This is an optimization exercise on Yosys and OpenROAD, whose aim is small area, a short achievable clock period and few clock cycles, not a production implementation.
Function was checked by simulation only, so behaviour that the tests miss may differ from the original.
Power and IR drop assume default switching activity.

==> design.v <==
`default_nettype none
module mp_seq_core (
  input  wire logic          clk,
  input  wire logic          rst,
  input  wire logic          bus_sel,
  input  wire logic          bus_wr,
  input  wire logic [15:0]   bus_addr,
  input  wire logic [31:0]   bus_din,
  output logic [31:0]        bus_dout,
  output logic               o_interrupt_out
);
  localparam logic [3:0] c_op_nop  = 4'h0;
  localparam logic [3:0] c_op_add  = 4'h1;
  localparam logic [3:0] c_op_sub  = 4'h2;
  localparam logic [3:0] c_op_and  = 4'h3;
  localparam logic [3:0] c_op_or   = 4'h4;
  localparam logic [3:0] c_op_xor  = 4'h5;
  localparam logic [3:0] c_op_mul  = 4'h6;
  localparam logic [3:0] c_op_halt = 4'hF;
  logic [31:0] r_inst [16];
  logic [31:0] r_data [16];
  logic [15:0] r_iv;           
  logic [15:0] r_dv;           
  logic [3:0]  r_pc;
  logic        r_int_en;
  logic        r_done;
  logic        r_err;
  logic        r_busy;
  logic        r_n;
  logic        r_z;
  logic [3:0]  r_fidx;         
  logic        r_fstop;        
  logic        r_rv;           
  logic [15:0] r_ir;           
  logic        r_e_alu;        
  logic        r_e_mul;        
  logic        r_e_add;        
  logic        r_e_sub, r_e_and, r_e_or, r_e_xor;
  logic        r_wr_now;       
  logic [15:0] r_we1h;         
  logic [3:0]  r_edst;
  logic [31:0] r_oa;
  logic [31:0] r_ob;           
  logic [1:0]  r_mph;          
  logic [31:0] r_acc_s;
  logic [31:0] r_acc_c;
  logic [10:0] r_low_s;        
  logic [10:0] r_low_c;
  logic        r_acc_ci;
  logic [21:0] r_plo;          
  logic w_bus_wr, w_bus_rd;
  logic w_inst_hit, w_data_hit;
  logic w_start, w_status_clr;
  logic [31:0] w_rd_data;
  logic [31:0] w_inst_rd, w_data_rd;
  logic [31:0] w_dport;        
  assign w_bus_wr   = bus_sel & bus_wr;
  assign w_bus_rd   = bus_sel & ~bus_wr;
  assign w_inst_hit = (bus_addr[15:4] == 12'h010);
  assign w_data_hit = (bus_addr[15:4] == 12'h020);
  assign w_start      = w_bus_wr && (bus_addr == 16'h0000) && bus_din[0] && !r_busy;
  assign w_status_clr = w_bus_wr && (bus_addr == 16'h0002) && bus_din[0];
  assign w_inst_rd = r_iv[bus_addr[3:0]] ? r_inst[bus_addr[3:0]] : 32'd0;
  assign w_data_rd = w_dport;
  always_comb begin
    w_rd_data = '0;
    if (bus_addr == 16'h0001) begin
      w_rd_data = {31'd0, r_int_en};
    end else if (bus_addr == 16'h0002) begin
      w_rd_data = {27'd0, r_n, r_z, r_err, r_busy, r_done};
    end else if (bus_addr == 16'h0003) begin
      w_rd_data = {28'd0, r_pc};
    end else if (w_inst_hit) begin
      w_rd_data = w_inst_rd;
    end else if (w_data_hit) begin
      w_rd_data = w_data_rd;
    end
  end
  logic w_done_nxt, w_int_en_nxt;
  logic        w_e_alu, w_e_mul;
  logic        w_mul_acc, w_mul_wr;
  logic        w_e_free;       
  logic [31:0] w_addsub;
  logic [31:0] w_alu_res;
  assign w_e_alu   = r_e_alu;
  assign w_e_mul   = r_e_mul;
  assign w_mul_acc = r_e_mul && !r_wr_now;
  assign w_mul_wr  = r_e_mul && r_wr_now;
  assign w_e_free  = !w_e_mul || w_mul_wr;
  assign w_addsub = r_oa + r_ob + {31'd0, r_e_sub};
  logic [31:0] w_alu_misc;
  logic        w_alu_z;
  assign w_alu_misc = ({32{r_e_and}} & (r_oa & r_ob))
                    | ({32{r_e_or}}  & (r_oa | r_ob))
                    | ({32{r_e_xor}} & (r_oa ^ r_ob));
  assign w_alu_res  = ({32{r_e_add}} & w_addsub) | w_alu_misc;
  always_comb begin
    if (r_e_sub)      w_alu_z = &(r_oa ^ r_ob);
    else if (r_e_and) w_alu_z = ~|(r_oa & r_ob);
    else if (r_e_or)  w_alu_z = ~|(r_oa | r_ob);
    else if (r_e_xor) w_alu_z = (r_oa == r_ob);
    else              w_alu_z = ((r_oa ^ r_ob) == {r_oa[30:0] | r_ob[30:0], 1'b0});
  end
  logic [42:0] pp0;
  assign pp0 = {11'd0, r_oa & {32{r_ob[0]}}} << 0;
  logic [42:0] pp1;
  assign pp1 = {11'd0, r_oa & {32{r_ob[1]}}} << 1;
  logic [42:0] pp2;
  assign pp2 = {11'd0, r_oa & {32{r_ob[2]}}} << 2;
  logic [42:0] pp3;
  assign pp3 = {11'd0, r_oa & {32{r_ob[3]}}} << 3;
  logic [42:0] pp4;
  assign pp4 = {11'd0, r_oa & {32{r_ob[4]}}} << 4;
  logic [42:0] pp5;
  assign pp5 = {11'd0, r_oa & {32{r_ob[5]}}} << 5;
  logic [42:0] pp6;
  assign pp6 = {11'd0, r_oa & {32{r_ob[6]}}} << 6;
  logic [42:0] pp7;
  assign pp7 = {11'd0, r_oa & {32{r_ob[7]}}} << 7;
  logic [42:0] pp8;
  assign pp8 = {11'd0, r_oa & {32{r_ob[8]}}} << 8;
  logic [42:0] pp9;
  assign pp9 = {11'd0, r_oa & {32{r_ob[9]}}} << 9;
  logic [42:0] pp10;
  assign pp10 = {11'd0, r_oa & {32{r_ob[10]}}} << 10;
  logic [42:0] ra, rc;
  assign ra = {11'd0, r_acc_s};
  assign rc = {11'd0, r_acc_c};
  logic [42:0] t0s, t0c;
  assign t0s = ra ^ rc ^ pp0;
  assign t0c = {((ra & rc) | (ra & pp0) | (rc & pp0)), 1'b0};
  logic [42:0] t1s, t1c;
  assign t1s = pp1 ^ pp2 ^ pp3;
  assign t1c = {((pp1 & pp2) | (pp1 & pp3) | (pp2 & pp3)), 1'b0};
  logic [42:0] t2s, t2c;
  assign t2s = pp4 ^ pp5 ^ pp6;
  assign t2c = {((pp4 & pp5) | (pp4 & pp6) | (pp5 & pp6)), 1'b0};
  logic [42:0] t3s, t3c;
  assign t3s = pp7 ^ pp8 ^ pp9;
  assign t3c = {((pp7 & pp8) | (pp7 & pp9) | (pp8 & pp9)), 1'b0};
  logic [42:0] t4s, t4c;
  assign t4s = t0s ^ t0c ^ t1s;
  assign t4c = {((t0s & t0c) | (t0s & t1s) | (t0c & t1s)), 1'b0};
  logic [42:0] t5s, t5c;
  assign t5s = t1c ^ t2s ^ t2c;
  assign t5c = {((t1c & t2s) | (t1c & t2c) | (t2s & t2c)), 1'b0};
  logic [42:0] t6s, t6c;
  assign t6s = t3s ^ t3c ^ pp10;
  assign t6c = {((t3s & t3c) | (t3s & pp10) | (t3c & pp10)), 1'b0};
  logic [42:0] t7s, t7c;
  assign t7s = t4s ^ t4c ^ t5s;
  assign t7c = {((t4s & t4c) | (t4s & t5s) | (t4c & t5s)), 1'b0};
  logic [42:0] t8s, t8c;
  assign t8s = t5c ^ t6s ^ t6c;
  assign t8c = {((t5c & t6s) | (t5c & t6c) | (t6s & t6c)), 1'b0};
  logic [42:0] t9s, t9c;
  assign t9s = t7s ^ t7c ^ t8s;
  assign t9c = {((t7s & t7c) | (t7s & t8s) | (t7c & t8s)), 1'b0};
  logic [42:0] t10s, t10c;
  assign t10s = t9s ^ t9c ^ t8c;
  assign t10c = {((t9s & t9c) | (t9s & t8c) | (t9c & t8c)), 1'b0};
  logic [42:0] e0s, e0c;
  assign e0s = t10s;
  assign e0c = t10c;
  logic [11:0] w_low;
  logic [42:0] w_fin;
  logic [31:0] w_lo, w_hi;
  assign w_low = {1'b0, r_low_s} + {1'b0, r_low_c} + {11'd0, r_acc_ci};
  assign w_fin = {r_acc_s, r_low_s} + {r_acc_c, r_low_c} + {42'd0, r_acc_ci};
  assign w_lo  = {w_fin[9:0], r_plo};
  assign w_hi  = w_fin[41:10];
  logic        w_e_we;
  logic [15:0] w_core_we;
  logic [31:0] w_lo_hi_e, w_lo_hi_o;
  logic [15:0] w_inst_we, w_data_we;
  logic [31:0] w_wdata_e, w_wdata_o;
  always_comb begin
    for (int i = 0; i < 16; i++) begin
      w_core_we[i] = r_wr_now && r_we1h[i];
      w_inst_we[i] = w_bus_wr && !r_busy && w_inst_hit && (bus_addr[3:0] == 4'(i));
      w_data_we[i] = r_busy ? w_core_we[i]
                            : (w_bus_wr && w_data_hit && (bus_addr[3:0] == 4'(i)));
    end
  end
  assign w_lo_hi_e = r_edst[0] ? w_hi : w_lo;
  assign w_lo_hi_o = r_edst[0] ? w_lo : w_hi;
  logic [31:0] w_wb_term, w_oth_e, w_oth_o;
  assign w_wb_term = r_busy ? 32'd0 : bus_din;
  assign w_oth_e   = w_wb_term | ({32{w_mul_wr}} & w_lo_hi_e) | w_alu_misc;
  assign w_oth_o   = w_wb_term | ({32{w_mul_wr}} & w_lo_hi_o) | w_alu_misc;
  assign w_wdata_e = ({32{r_e_add}} & w_addsub) | w_oth_e;
  assign w_wdata_o = ({32{r_e_add}} & w_addsub) | w_oth_o;
  logic [3:0]  w_rop, w_rs1, w_rs2;
  logic [31:0] w_s1, w_s2;
  logic [3:0]  w_rdst;
  logic        w_r_alu;
  assign w_rop   = r_ir[15:12];
  assign w_rdst  = r_ir[11:8];
  assign w_r_alu = (w_rop >= c_op_add) && (w_rop <= c_op_xor);
  assign w_rs1 = r_ir[7:4];
  assign w_rs2 = r_ir[3:0];
  logic [3:0]  w_dsel;
  assign w_dsel  = (!r_busy && w_bus_rd) ? bus_addr[3:0] : w_rs1;
  assign w_dport = r_dv[w_dsel] ? r_data[w_dsel] : 32'd0;
  assign w_s1 = w_core_we[w_rs1] ? (w_rs1[0] ? w_wdata_o : w_wdata_e) : w_dport;
  assign w_s2 = w_core_we[w_rs2] ? (w_rs2[0] ? w_wdata_o : w_wdata_e) :
                (r_dv[w_rs2] ? r_data[w_rs2] : 32'd0);
  logic [31:0] w_fword;
  logic [15:0] w_fir;
  logic [3:0]  w_fop;
  logic        w_f_term, w_f_ill;
  logic        w_ir_term, w_ir_ill;
  logic        w_run;          
  logic        w_rv;           
  logic        w_r_move;       
  logic        w_f_load;       
  logic        w_end_now;
  logic [31:0] w_inst0;
  logic [15:0] w_ir_idle;
  assign w_fword  = r_iv[r_fidx] ? r_inst[r_fidx] : 32'd0;
  assign w_fir    = {w_fword[31:28], w_fword[19:16], w_fword[11:8], w_fword[3:0]};
  assign w_fop    = w_fir[15:12];
  assign w_f_term = (w_fop > c_op_mul);
  assign w_f_ill  = w_f_term && (w_fop != c_op_halt);
  assign w_inst0   = w_inst_we[0] ? bus_din : (r_iv[0] ? r_inst[0] : 32'd0);
  assign w_ir_idle = {w_inst0[31:28], w_inst0[19:16], w_inst0[11:8], w_inst0[3:0]};
  assign w_ir_term = (w_rop > c_op_mul);
  assign w_ir_ill  = w_ir_term && (w_rop != c_op_halt);
  assign w_run     = w_start && !w_ir_term;
  assign w_rv      = r_busy ? r_rv : 1'b1;
  assign w_r_move  = w_run || (r_busy && w_e_free);
  assign w_f_load  = w_run || (r_busy && !r_fstop && (w_e_free || !r_rv));
  assign w_end_now = r_busy && r_fstop && !r_rv && w_e_free;
  assign w_int_en_nxt = (w_bus_wr && (bus_addr == 16'h0001)) ? bus_din[0] : r_int_en;
  assign w_done_nxt   = (w_start && w_ir_term) || w_end_now || (r_done && !w_status_clr);
  always_ff @(posedge clk or posedge rst) begin
    if (rst) begin
      r_iv      <= '0;
      r_dv      <= '0;
      r_pc      <= '0;
      r_int_en  <= 1'b0;
      r_done    <= 1'b0;
      r_err     <= 1'b0;
      r_busy    <= 1'b0;
      r_n       <= 1'b0;
      r_z       <= 1'b0;
      r_fidx    <= 4'd1;
      r_fstop   <= 1'b0;
      r_rv      <= 1'b0;
      r_ir      <= '0;
      r_e_alu   <= 1'b0;
      r_e_add   <= 1'b0;
      r_e_sub   <= 1'b0;
      r_e_and   <= 1'b0;
      r_e_or    <= 1'b0;
      r_e_xor   <= 1'b0;
      r_e_mul   <= 1'b0;
      r_wr_now  <= 1'b0;
      r_mph     <= '0;
      bus_dout  <= '0;
      o_interrupt_out <= 1'b0;
    end else begin
      if (w_bus_rd) begin
        bus_dout <= w_rd_data;
      end
      r_int_en        <= w_int_en_nxt;
      o_interrupt_out <= w_done_nxt & w_int_en_nxt;
      r_iv <= r_iv | w_inst_we;
      r_dv <= r_dv | w_data_we;
      r_done <= w_done_nxt;
      if (w_status_clr) begin
        r_err  <= 1'b0;
      end
      if (w_start && w_ir_term) begin
        r_pc   <= 4'd0;
        if (w_ir_ill) begin
          r_err <= 1'b1;
        end
      end
      if (w_run) begin
        r_busy  <= 1'b1;
        r_fstop <= 1'b0;
      end else if (w_end_now) begin
        r_busy  <= 1'b0;
        r_fidx  <= 4'd1;
      end
      if (!r_busy && !w_run) begin
        r_ir <= w_ir_idle;
      end else if (w_f_load) begin
        if (w_f_term) begin
          r_fstop <= 1'b1;
          r_rv    <= 1'b0;
          r_pc    <= r_fidx;
          if (w_f_ill) begin
            r_err <= 1'b1;
          end
        end else begin
          r_rv   <= 1'b1;
          r_ir   <= w_fir;
          r_fidx <= r_fidx + 4'd1;
          if (r_fidx == 4'hF) begin
            r_fstop <= 1'b1;
            r_pc    <= 4'd0;
          end
        end
      end else if (w_r_move) begin
        r_rv <= 1'b0;
      end
      if (w_r_move) begin
        r_e_alu  <= w_rv && w_r_alu;
        r_e_add  <= w_rv && ((w_rop == c_op_add) || (w_rop == c_op_sub));
        r_e_sub  <= w_rv && (w_rop == c_op_sub);
        r_e_and  <= w_rv && (w_rop == c_op_and);
        r_e_or   <= w_rv && (w_rop == c_op_or);
        r_e_xor  <= w_rv && (w_rop == c_op_xor);
        r_e_mul  <= w_rv && (w_rop == c_op_mul);
        r_wr_now <= w_rv && w_r_alu;
      end else if (w_mul_acc && r_mph == 2'd2) begin
        r_wr_now <= 1'b1;
      end
      if (w_e_alu) begin
        r_n <= w_alu_res[31];
        r_z <= w_alu_z;
      end
      if (w_mul_acc) begin
        if (r_mph == 2'd0) begin
          r_z <= (r_oa == 32'd0) || (r_ob == 32'd0);
        end
      end
      if (w_mul_wr) begin
        r_n      <= w_hi[31];
      end
      if (w_e_mul) begin
        r_mph <= w_mul_wr ? 2'd0 : r_mph + 2'd1;
      end
    end
  end
  always_ff @(posedge clk) begin
    if (w_mul_acc) begin
        r_acc_s  <= e0s[42:11];
        r_acc_c  <= e0c[42:11];
        r_acc_ci <= (r_mph == 2'd0) ? 1'b0 : w_low[11];
    end else begin
      r_acc_s  <= '0;
      r_acc_c  <= '0;
      r_acc_ci <= 1'b0;
    end
    if (w_r_move) begin
      r_edst  <= r_ir[11:8];
      for (int i = 0; i < 16; i++) begin
        r_we1h[i] <= (w_rdst == 4'(i)) || ((w_rop == c_op_mul) && (w_rdst + 4'd1 == 4'(i)));
      end
      r_oa   <= w_s1;
      r_ob   <= (w_rop == c_op_sub) ? ~w_s2 : w_s2;
    end else if (w_mul_acc) begin
      r_ob   <= {11'd0, r_ob[31:11]};
    end
    r_low_s <= e0s[10:0];
    r_low_c <= e0c[10:0];
    r_plo   <= {w_low[10:0], r_plo[21:11]};
    for (int i = 0; i < 16; i++) begin
      if (w_inst_we[i]) begin
        r_inst[i] <= bus_din;
      end
      if (w_data_we[i]) begin
        r_data[i] <= i[0] ? w_wdata_o : w_wdata_e;
      end
    end
  end
endmodule
`default_nettype wire
==> run.sh <==
#!/bin/bash
# synth_recipe.tcl (not shown) runs the flow's synth.tcl, then flattens the netlist and writes it again
# the make line also repeats each setting of config.mk as NAME=value (left out here)
make -C /OpenROAD-flow-scripts/flow DESIGN_CONFIG=/design/flow/config.mk WORK_HOME=/design/flow/orfs CLKGATE_MAP_FILE= SYNTH_SCRIPT=/design/flow/synth_recipe.tcl finish
==> config.mk <==
export PLATFORM = sky130hd
export DESIGN_NAME = mp_seq_core
export DESIGN_NICKNAME = mp_seq_core
export VERILOG_FILES = /design/flow/design.v
export SDC_FILE = /design/flow/constraint.sdc
export NUM_CORES = 4
export LEC_CHECK = 0
export CAP_MARGIN = 5
export CORE_MARGIN = 2
export CORE_UTILIZATION = 30
export GPL_ROUTABILITY_DRIVEN = 1
export GPL_TIMING_DRIVEN = 1
export PLACE_DENSITY = 0.42
export SETUP_SLACK_MARGIN = 5.0
export SLEW_MARGIN = 5
==> constraint.sdc <==
create_clock -name core_clock -period 9.0 [get_ports {clk}]
set_input_delay 1.8000 -clock core_clock [delete_from_list [all_inputs] [get_ports {clk}]]
set_output_delay 1.8000 -clock core_clock [all_outputs]
set_load 0.01 [all_outputs]
==> impl_metrics.json <==
{
  "routed_via_density": 6.12,
  "fin_area_sq_um": 86800,
  "critPathRequiredTime_ns": 9.44,
  "setup-violations-final": 0,
  "worst_slew_pin_slew_ns": 1.26,
  "timing.rr.start": "r_ob[14]",
  "drc": 0,
  "dp_slack_ns": 2.10,
  "cts_buffers": 153,
  "detail_route.wl_per_cell_um": 37.7,
  "drive_above_1_share": 0.183,
  "start_util": 0.302,
  "critPathLaunchType": "input pin",
  "gp_congestion": 0.970,
  "irDropWorstVdd_v": 0.000205,
  "maxCapViolCount": 0,
  "die_h_um": 492,
  "crit_chain": "clkdlybuf4s50_1 > inv_1 > nor3_2 > buf_6 > and2_4 > a22o_4",
  "drt.antenna.violating_nets": 0,
  "cp-end-kind": "flop",
  "ys.flop_type": "edfxtp_1",
  "syn2layout_area_growth_pct": 21.8,
  "dp_hpwl_um": 226000,
  "max_stage_delay_ns": 0.77,
  "clkTransAtPathRegs_ns": 0.06,
  "antenna_found_initial": 31,
  "placed_cell_area_sq_um": 76900,
  "grt_pass1_vias": 56988,
  "wl_um": 360000,
  "nNetsFinal": 6788,
  "max_slew_margin": 0.160,
  "hp-class": "reg -> reg",
  "final_util": 0.368,
  "clock_sinks": 1316,
  "ctsRootBufferMaster": "clkbuf_16",
  "ys_types": 103,
  "netlist_area_sq_um": 71300,
  "finalWorstSetupSlack_ns": 4.88,
  "cp.arrival_ns": 4.56,
  "finalMaxSlewViolations": 0,
  "portBuffers": 84,
  "cts_buffer_depth": 3,
  "grt_first_pass_wirelength_um": 484000,
  "grt_max_degree": 68,
  "hold_viol_final": 0,
  "vias": 58400,
  "rows": 178,
  "filler_cell_count": 22855,
  "grt.overflow.total": 0,
  "synthArstFlopShare": 0.0813,
  "power.leakage_nw": 30.7,
  "fmax_mhz": 243,
  "dr.first_iter.drc_count": 9267,
  "synth_edf_count": 1105,
  "min_from": "r_plo[17]",
  "fin_crit_ns": 4.12,
  "ys_warn_count": 3,
  "critPathSlowestCell": "a22o_4",
  "synthCells": 5995,
  "crit_fanout": 33,
  "boundaryPins": 85,
  "grt_usage": 0.288,
  "cts_tree": "done",
  "die_area_sq_um": 242000,
  "powerDensity_nw_per_um2": 158,
  "ys_seq_elements": 1316,
  "die_x_um": 492,
  "htree_num_levels": 4,
  "min_period_over_period": 0.457,
  "crit_type": "in -> reg",
  "fin_skew_ns": 0.0544,
  "outcome": "timing/DRC/antenna clean",
  "startpoint": "bus_addr[9]",
  "insertion_delay_ns": 0.85,
  "seq_area_frac_synth": 0.532,
  "core_sq_um": 236000,
  "syn_nets": 6525,
  "rsz0062_at_grt": "true",
  "fin_tns_setup_ns": 0,
  "drt_pre_antenna_iters": 9,
  "syn_area_per_cell_sq_um": 11.9
}
==> kinds of logic after synthesis <==
logic type,synth area share
compound gates,0.168
flops,0.532
buf+inv,0.0451
fa+ha+maj,0.119
xor+xnor,0.0125
simple gates,0.0983
mux,0.0245
==> cells in the final DEF (no fill, tap or decap), types with 32 or more instances in the layout <==
| cell type | instances |
|---|---|
| a22oi_1 | 569 |
| and3_1 | 36 |
| clkinv_2 | 32 |
| xnor2_1 | 39 |
| nor2_1 | 367 |
| or2_2 | 33 |
| ha_1 | 104 |
| o21ai_1 | 74 |
| a221oi_1 | 116 |
| o22ai_1 | 62 |
| nand3_1 | 141 |
| nor4_1 | 35 |
| clkbuf_16 | 161 |
| nand2_1 | 349 |
| inv_1 | 375 |
| buf_4 | 300 |
| buf_12 | 61 |
| nand4_1 | 159 |
| dfxtp_1 | 104 |
| o21ai_0 | 97 |
| and2_1 | 85 |
| fa_1 | 335 |
| edfxtp_1 | 1105 |
| nor2_4 | 67 |
| mux2i_1 | 76 |
| a21oi_1 | 273 |
| dfrtp_1 | 93 |
| a21o_1 | 37 |
| a22o_1 | 115 |
| xor2_1 | 49 |
| o211ai_1 | 39 |
| clkdlybuf4s50_1 | 68 |
==> final cells by class <==
cell class / instances / area (sq um) / area share
Clock buffer: 193 / 4090 / 0.0471
Sequential cell: 1316 / 38000 / 0.437
Tap cell: 3150 / 3940 / 0.0454
Inverter: 419 / 1720 / 0.0198
Timing Repair Buffer: 489 / 5040 / 0.0581
Antenna cell: 11 / 27.5 / 0.000317
Clock inverter: 91 / 1290 / 0.0149
Multi-Input combinational cell: 3879 / 32800 / 0.377
==> cell usage after synthesis (20+ instances only) <==
library cell	count	area (sq um)
a22o_1	131	1150
a21oi_1	287	1440
o22ai_1	91	569
o21ai_1	30	150
xor2_1	58	508
ha_1	141	1760
buf_2	83	415
a31oi_1	25	156
dfxtp_1	104	2080
fa_1	337	6750
mux4_2	29	653
clkinv_1	23	86.3
a222oi_1	20	200
a221oi_1	126	1100
nor3_1	51	255
or2_2	33	206
clkbuf_1	269	1010
dfrtp_1	106	2650
nand2_1	367	1380
nand2b_1	24	150
o21ai_0	150	751
inv_1	392	1470
a21o_1	38	285
mux2i_1	81	811
nor2_1	444	1670
and2_1	91	569
nand3_1	146	731
edfxtp_1	1105	33200
buf_1	27	101
a211oi_1	26	195
and3_1	38	238
nor4_1	38	238
mux2_2	21	236
xnor2_1	44	385
o211ai_1	39	293
a22oi_1	569	4270
nand4_1	159	995
==> metal layers <==
| metal | vias to the layer above | GRT usage | share of wire |
|---|---|---|---|
| met5 | - | 0 | 0.00049 |
| met4 | 26 | 0.165 | 0.070 |
| met3 | 986 | 0.0686 | 0.10 |
| met2 | 3969 | 0.432 | 0.43 |
| met1 | 30185 | 0.380 | 0.39 |
| li1 | 23234 | - | - |
==> power by group <==
group / switching [mW] / internal, mW / total, mW
Sequential: 0.00476 / 6.56 / 6.57
Clock: 2.82 / 3.86 / 6.68
Combinational: 0.336 / 0.147 / 0.483
Total: 3.16 / 10.6 / 13.7
==> metrics by stage <==
stage,hold WS (ns),total power [mW],std cells
after floorplan,0.350,6.88,5995
after global placement,0.388,7.11,9021
after detailed placement,0.373,7.11,9021
after CTS,0.385,13.8,9459
after global routing,0.403,14.1,9540
final,0.386,13.7,9548
==> sequential cells by signal, indices dropped and copies added (netlist names), 6 cells and up <==
| register | flops |
|---|---|
| bus_dout | 32 |
| r_acc_c | 32 |
| r_acc_s | 32 |
| r_data | 512 |
| r_dv | 16 |
| r_inst | 512 |
| r_ir | 16 |
| r_iv | 16 |
| r_low_c | 6 |
| r_low_s | 11 |
| r_oa | 32 |
| r_ob | 32 |
| r_plo | 22 |
| r_we1h | 16 |
==> repair_timing <==
item / 4_1_cts / 5_1_grt
hold buffers: 0 / 0
cloned: 13 / 10
setup endpoints to repair: 1552 / 709
setup buffers: 141 / 68
endpoints found under the hold margin: 0 / 0
pin swaps: 49 / 32
resized for setup: 374 / 165
==> critical path, delay by kind of cell <==
kind,cells,cell delay [ns]
and+or+nand+nor,2,0.59
buffers and inverters,3,1.32
AOI/OAI and AO/OA,1,0.77
==> path summary, 6_finish.rpt <==
path                                        end  slack [ns]  depth (start not counted)
worst max-delay path              r_data[8][13]        4.88                          6
worst min-delay path                   r_plo[6]        0.39                          0
worst max register to register         r_ob[29]        4.98                         12
worst min register to register         r_plo[6]        0.39                          0
max in group asynchronous               r_e_sub        6.33                          3
min in group asynchronous       o_interrupt_out        1.36                          2
Testbench counts, summed over its fixed seeds: cycles 25,985.

-- separate check: timing with driven ports --
How much do the figures lean on ideal ports? The routed layout below was timed once more, with nothing changed but the port constraints. Step 1 sets driving cells, clkbuf_16 on the clock port and buf_2 on the other inputs (assumed; they add their load-dependent delay and slew). Step 2 moves the port delays by t, midway between the first and last clock arrival at a register: inputs arrive t later, outputs are due t later. That takes back most of the time a late clock gives input paths. a / b / c = ideal ports / drivers / drivers and shift; a / b = the first two.
t, ns: 0.917
setup WS [ns]: 4.884 / 4.947 / 4.030
clock arrival spread, ns: 0.054 / 0.054
After both steps this run still meets setup and hold. For this run, drivers alone change the setup slack by +0.063 ns; drivers and shift together by -0.854 ns.
